Background: an optimization exercise with open tools, aiming at a short achievable clock period and few clock cycles. Do not read the settings as production practice. No functional check of the RTL was part of this run. Power is estimated from default activity; no workload was simulated.

[flow/config.mk]
export PLATFORM = sky130hd
export DESIGN_NAME = mips_pipeline
export DESIGN_NICKNAME = mips_pipeline
export VERILOG_FILES = /design/flow/design.v
export SDC_FILE = /design/flow/constraint.sdc
export NUM_CORES = 4
export LEC_CHECK = 0
export ABC_CLOCK_PERIOD_IN_PS = 2500
export CAP_MARGIN = 20
export CORE_MARGIN = 2
export CORE_UTILIZATION = 40
export SETUP_SLACK_MARGIN = 3.5
export SLEW_MARGIN = 20
[flow/constraint.sdc]
create_clock -name core_clock -period 6.2 [get_ports {clk}]
set_input_delay 1.2400 -clock core_clock [delete_from_list [all_inputs] [get_ports {clk}]]
set_output_delay 1.2400 -clock core_clock [all_outputs]
set_load 0.01 [all_outputs]
[flow/design.v]
`timescale 1ns/1ns
package mips_pkg;
    typedef logic [31:0] word_t;     
    typedef logic [4:0]  reg_idx_t;  
    typedef logic [5:0]  opcode_t;   
    typedef logic [5:0]  funct_t;    
    typedef logic [3:0]  alu_sel_t;  
    typedef logic [1:0]  fwd_sel_t;  
    function automatic word_t fwd_pick(fwd_sel_t sel, word_t reg_val,
                                       word_t exmem_val, word_t wb_val);
        case (sel)
            2'd1: fwd_pick = exmem_val;  
            2'd2:    fwd_pick = wb_val;     
            default:    fwd_pick = reg_val;
        endcase
    endfunction
endpackage
`timescale 1ns/1ns
module mips_pipeline (
    input  logic            clk,
    input  logic            rstn,
    output mips_pkg::word_t imem_addr,
    input  mips_pkg::word_t imem_instr,
    output mips_pkg::word_t dmem_addr,
    output mips_pkg::word_t dmem_wdata,
    output logic            dmem_we,
    output logic            dmem_re,
    input  mips_pkg::word_t dmem_rdata
);
    logic [31:0] pc;
    logic [31:0] regs [1:31];
    logic        id_valid;
    logic [31:0] id_instr;
    logic [31:0] id_pc4;
    logic [31:0] id_ra;               
    logic [31:0] id_rb;
    logic [31:0] ex_a;
    logic [31:0] ex_b;                
    logic        ex_fwd_a;            
    logic        ex_fwd_b;
    logic [31:0] ex_maddr;
    logic [31:0] ex_target;
    logic [4:0]  ex_dst;
    logic        ex_we;
    logic        ex_re;
    logic        ex_st;
    logic        ex_late;             
    logic        ex_sub;              
    logic [1:0]  ex_op;               
    logic [31:0] wb_val;
    logic [4:0]  wb_dst;
    logic        wb_we;
    logic [31:0] wb2_val;
    logic [4:0]  wb2_dst;
    logic        wb2_we;
    logic [31:0] pc4;
    logic [31:0] rf_a, rf_b;
    logic [4:0]  f_rs, f_rt;
    assign imem_addr = pc;
    assign pc4       = pc + 32'd4;
    assign f_rs      = imem_instr[25:21];
    assign f_rt      = imem_instr[20:16];
    assign rf_a      = (f_rs == 5'd0) ? 32'd0 : regs[f_rs];
    assign rf_b      = (f_rt == 5'd0) ? 32'd0 : regs[f_rt];
    logic [5:0]  op, fn;
    logic [4:0]  rs, rt, rd;
    logic [31:0] imm;
    logic        is_r, is_addi, is_lw, is_sw, is_beq;
    logic        d_we;
    logic [4:0]  d_dst;
    logic [31:0] a, b;
    logic        dep_a, dep_b;
    logic        stall;
    logic        late;
    logic        early_taken;
    logic [31:0] target;
    logic [31:0] maddr;
    logic        late_taken;
    assign op  = id_instr[31:26];
    assign fn  = id_instr[5:0];
    assign rs  = id_instr[25:21];
    assign rt  = id_instr[20:16];
    assign rd  = id_instr[15:11];
    assign imm = {{16{id_instr[15]}}, id_instr[15:0]};
    assign is_r    = id_valid && op == 6'h00;
    assign is_addi = id_valid && op == 6'h08;
    assign is_lw   = id_valid && op == 6'h23;
    assign is_sw   = id_valid && op == 6'h2b;
    assign is_beq  = id_valid && op == 6'h04;
    assign d_dst = is_r ? rd : rt;
    assign d_we  = (is_r || is_addi || is_lw) && d_dst != 5'd0;
    always_comb begin
        if (wb_we && wb_dst == rs)        a = wb_val;
        else if (wb2_we && wb2_dst == rs) a = wb2_val;
        else                              a = id_ra;
        if (wb_we && wb_dst == rt)        b = wb_val;
        else if (wb2_we && wb2_dst == rt) b = wb2_val;
        else                              b = id_rb;
    end
    assign dep_a = ex_we && ex_dst == rs;
    assign dep_b = ex_we && ex_dst == rt;
    assign late  = is_beq && (dep_a || dep_b);
    assign stall = ((is_lw || is_sw) && dep_a) || (is_beq && ex_late);
    assign target      = id_pc4 + {imm[29:0], 2'b00};
    assign maddr       = a + imm;
    assign early_taken = is_beq && !late && !stall && (a == b);
    logic [31:0] op_a, op_b;
    logic [31:0] sum;
    logic        slt;
    logic [31:0] alu;
    assign op_a = ex_fwd_a ? wb_val : ex_a;
    assign op_b = ex_fwd_b ? wb_val : ex_b;
    assign sum  = op_a + (ex_sub ? ~op_b : op_b) + {31'd0, ex_sub};
    assign slt  = (op_a[31] ^ op_b[31]) ? op_a[31] : sum[31];
    always_comb begin
        case (ex_op)
            2'd1:    alu = op_a & op_b;
            2'd2:    alu = op_a | op_b;
            2'd3:    alu = {31'd0, slt};
            default: alu = sum;
        endcase
    end
    assign late_taken = ex_late && (op_a == op_b);
    assign dmem_addr  = ex_maddr;
    assign dmem_wdata = op_b;
    assign dmem_we    = ex_st;
    assign dmem_re    = ex_re;
    always_ff @(posedge clk) begin
        if (rstn)
            pc <= 32'h0040_0000;
        else if (late_taken)
            pc <= ex_target;
        else if (stall)
            pc <= pc;
        else if (early_taken)
            pc <= target;
        else
            pc <= pc4;
    end
    always_ff @(posedge clk) begin
        if (rstn)
            id_valid <= 1'b0;
        else if (!stall)
            id_valid <= !late_taken;
    end
    always_ff @(posedge clk) begin
        if (stall) begin
            id_ra <= a;                       
            id_rb <= b;
        end else begin
            id_instr <= imem_instr;
            id_pc4   <= pc4;
            id_ra    <= rf_a;
            id_rb    <= rf_b;
        end
    end
    always_ff @(posedge clk) begin
        if (rstn || stall) begin
            ex_we   <= 1'b0;
            ex_re   <= 1'b0;
            ex_st   <= 1'b0;
            ex_late <= 1'b0;
        end else begin
            ex_we   <= d_we;
            ex_re   <= is_lw;
            ex_st   <= is_sw;
            ex_late <= late;
        end
    end
    always_ff @(posedge clk) begin
        ex_a      <= a;
        ex_b      <= is_addi ? imm : b;
        ex_fwd_a  <= dep_a;
        ex_fwd_b  <= dep_b && !is_addi;
        ex_maddr  <= maddr;
        ex_target <= target;
        ex_dst    <= d_dst;
        ex_sub    <= is_beq || (op == 6'h00 && (fn == 6'h22 || fn == 6'h2a));
        if (op == 6'h00 && fn == 6'h24)      ex_op <= 2'd1;
        else if (op == 6'h00 && fn == 6'h25)  ex_op <= 2'd2;
        else if (op == 6'h00 && fn == 6'h2a) ex_op <= 2'd3;
        else                                       ex_op <= 2'd0;
    end
    always_ff @(posedge clk) begin
        if (rstn) begin
            wb_we  <= 1'b0;
            wb2_we <= 1'b0;
        end else begin
            wb_we  <= ex_we;
            wb2_we <= wb_we;
        end
    end
    always_ff @(posedge clk) begin
        wb_val  <= ex_re ? dmem_rdata : alu;
        wb_dst  <= ex_dst;
        wb2_val <= wb_val;
        wb2_dst <= wb_dst;
    end
    always_ff @(posedge clk) begin
        if (wb_we)
            regs[wb_dst] <= wb_val;
    end
endmodule
[flow/run.sh]
#!/bin/bash
# synth_recipe.tcl (not shown) runs the flow's synth.tcl, then flattens the netlist and writes it again
# the make line also repeats each setting of config.mk as NAME=value (left out here)
make -C /OpenROAD-flow-scripts/flow DESIGN_CONFIG=/design/flow/config.mk WORK_HOME=/design/flow/orfs CLKGATE_MAP_FILE= SYNTH_SCRIPT=/design/flow/synth_recipe.tcl finish
==> impl_metrics.yaml <==
run_status:
  outcome: "finished clean"
timing:
  max_slew.worst_pin.slew_ns: 1.10
  relSlewSlack_pct: 26.2
  finalSetupTns_ns: 0
  final_max_slew_viol_count: 0
  rsz0062_at_grt: "yes"
  final-hold-violation-count: 0
  finClkSkew_ns: 0.0273
  finalSetupViolCount: 0
  period_share_pct: 66.3
  period_needed_ns: 4.11
  max_freq_mhz: 243
die:
  io_pins: 164
  die_area_um2: 171000
  rows: 150
  dieWidth_um: 413
  die_h_um: 413
  core-area_um2: 167000
  initial_core_util_pct: 40.2
worst_setup_path:
  crit_buf_inv: 4
  worst-path-stages: 14
  crit_chain: "buf_4, xnor2_1, nand4_4, or2_4, nor2_4, buf_4, a211oi_1, or4_4, or4_4, nor3_4, buf_12, buf_8, nand2_1, a31oi_1"
  required_ns: 6.92
  ff2ff_path_depth: 14
  worstPathMaxFanout: 10
  critPathKind: "flop to flop"
  critPathTopFamily: "simple AND/OR/NAND/NOR gates"
  cpPeakStageDelay_ns: 0.62
  cp_data_arrival_time_ns: 4.83
  crit_slowest_cell: "or4_4"
  crit_path_start_kind: "flop"
  crit_path_end_kind: "flop"
drt:
  post_drt_wl_per_cell_um: 32.7
  ant_nets: 0
  met2_length_um: 113000
  vias_per_cell: 6.31
  maxUsedRoutingLayer: "met5"
  drtIter0Drc: 5926
  met3_length_um: 21100
  firstDrtPassIters: 6
  drc: 0
  vias: 45990
  met1_length_um: 91400
  wirelength_um: 239000
global_routing:
  grt_pass1_wl_um: 329000
  grt_max_degree: 63
  antenna_found_initial: 12
  track_usage_pct: 27.1
  grt_overflow: 0
  grt_pass1_vias: 44448
cts:
  cts-hold-fix-buffers: 0
  cts.sinks: 1371
  worstSkewPairLatency_ns: 0.82
  cts_htree_levels: 4
  cts.root.buffer_cell: "clkbuf_16"
  cts_made_buffers: 144
  cts_buffer_depth: 3
  clk_pin_slew_ns: 0.06
  cts_tree: "yes"
finish:
  multi_input_area_um2: 31200
  stdcell_count: 7285
  final_layout_size_suffix_gt1_share_pct: 39.0
  layout_common_cells: "edfxtp_1 (1,056), mux4_2 (576), buf_4 (316), dfxtp_1 (250), nand2_1 (188)"
  syn_to_final_growth_pct: 26.5
  fill_cells: 13576
  regArea_um2: 38200
  nNetsFinal: 5184
  layout_commonest_cell: "edfxtp_1"
yosys:
  yosys-top-cells-area: "edfxtp_1 (47%), mux4_2 (19%), dfxtp_1 (9.4%)"
  ys_warn_count: 1
  synth_area_um2: 67000
  syn_avg_cell_area_um2: 15.2
  synth_cells: 4399
  synth-edff-count: 1056
  synth_fp_nets: 4624
  synthArstFlopShare_pct: 0
  yosysSeqAreaShare_pct: 56.7
  yosysTopAreaCellShare_pct: 47.3
  ys_seq_elements: 1371
  yosysTopAreaCell: "edfxtp_1"
  synthFlopType: "edfxtp_1"
  synth_cell_types: 84
flow_run:
  max_cap_viol_count: 0
place:
  place_hpwl_um: 137000
  port-buffer-count: 163
  gp_routability_congestion: 0.922
  placedCellCount: 6613
hold_path:
  hold_path.class: "flop to flop"
  min_path_cells: 0
power:
  power_density_nw_per_um2: 316
  power_leakage_nw: 29.3
  ir_drop_mv: 0.272
-- what timing repair did --
| action | CTS | global route |
|---|---|---|
| buffers inserted | 282 | 84 |
| setup endpoints to repair | 924 | 352 |
| gates cloned | 31 | 7 |
| gates resized for setup | 847 | 271 |
| pin swaps | 131 | 129 |
-- synthesized netlist by cell type (all sizes together) (14+ instances only) --
master	number
o21ai	177
a21o	42
nor4	21
mux2i	251
xnor2	137
xor2	49
a31oi	33
o2bb2ai	23
and2	14
nor3	35
nand4	23
nand2	205
clkbuf	175
a221o	34
a21boi	15
a21oi	211
nor2	228
nor2b	14
o22ai	29
and3	22
o221ai	28
inv	114
edfxtp	1056
mux4	576
o211ai	21
o21a	24
a22oi	24
dfxtp	315
buf	99
ha	156
nand3	48
a221oi	26
a211oi	18
-- registers in the layout, summed over array words and instances, names as in the netlist, 32 cells and up --
| register | cells |
|---|---|
| id_pc4 | 32 |
| id_instr | 32 |
| wb2_val | 32 |
| ex_a | 32 |
| regs | 992 |
| pc | 32 |
| ex_b | 32 |
| wb_val | 32 |
| id_ra | 32 |
| ex_target | 32 |
| id_rb | 32 |
| ex_maddr | 32 |
-- report_power, final --
group	internal [mW]	leakage, nW	switching, mW
clock	5.06	2.33	3.86
combinational	2.31	14.7	3.07
sequential	11.4	12.3	1.09
-- through the flow --
step	hold WS [ns]	setup WS (ns)	power, mW	utilization, %	instance area [um^2]
2_1_floorplan	0.326	2.28	14.8	-	69000
3_3_place_gp	0.353	1.17	16.7	43.5	72600
3_5_place_dp	0.355	1.19	16.8	43.5	72600
4_1_cts	0.370	2.16	26.3	49.6	82800
5_1_grt	0.394	1.98	27.6	50.8	84800
6_report	0.370	2.09	26.8	50.8	84800
-- cells by family (layout without fill, tap and decap cells) --
| family | count (synthesis) | count (layout) | share of synthesized area [%] |
|---|---|---|---|
| DFF | 1371 | 1371 | 56.7 |
| buffers and inverters | 389 | 1059 | 2.26 |
| xor gates and xnor gates | 186 | 186 | 2.43 |
| other | 0 | 1 | 0 |
| AOI/OAI and AO/OA | 770 | 773 | 7.44 |
| adders and majority gates | 159 | 159 | 3.00 |
| muxes | 836 | 836 | 23.2 |
| and+or+nand+nor | 688 | 696 | 4.92 |
-- layout make-up --
type                       count  share of cell area, %
tap                         2204                   3.25
inverter                     115                  0.553
sequential                  1371                   45.0
multi-input combinational   2650                   36.8
antenna                        1                0.00295
timing repair buffer         677                   8.70
clock buffer                 180                   4.49
clock inverter                87                   1.19
-- worst paths after layout --
kind                                   start            to  slack [ns]
worst min-delay path               id_pc4[0]  ex_target[0]        0.37
worst max-delay path            id_instr[20]        pc[24]        2.09
worst max register to register  id_instr[20]        pc[24]        2.09
worst min register to register     id_pc4[0]  ex_target[0]        0.37
-- per-layer routing --
metal  track usage (%)  vias up
li1                  -    18914
met1              36.0    23974
met2              44.0     2562
met3              4.31      534
met4              12.2        6
met5                 0        -

-- static timing again, ports no longer ideal --
No port has a modelled driver above. Below, the same layout with a new extraction and two added sets of constraints. Step 1 (the two cells are an assumption about what drives the block):
set clk [get_ports {clk}]
set_driving_cell -lib_cell sky130_fd_sc_hd__clkbuf_16 $clk
set_driving_cell -lib_cell sky130_fd_sc_hd__buf_2 [delete_from_list [all_inputs] $clk]
Step 2 adds t to the input delays and takes it off the output delays; t is the mean of the earliest and latest rising clock arrival at the registers after step 1. Input paths then give back, and output paths get back, about the clock's delay inside the block. a / b / c = ideal ports / drivers / drivers and shift; a / b = the first two.
t, ns: 0.893
slack for setup (ns): 2.088 / 2.088 / 2.088
hold slack, ns: 0.370 / 0.370 / 0.370
latest minus earliest clock arrival (ns): 0.032 / 0.033
worst data-port slew with drivers (ns): 0.44
After both steps setup and hold are still met in this run. The setup slack of this run moves by 0.000 ns with the drivers and by 0.000 ns with both steps.
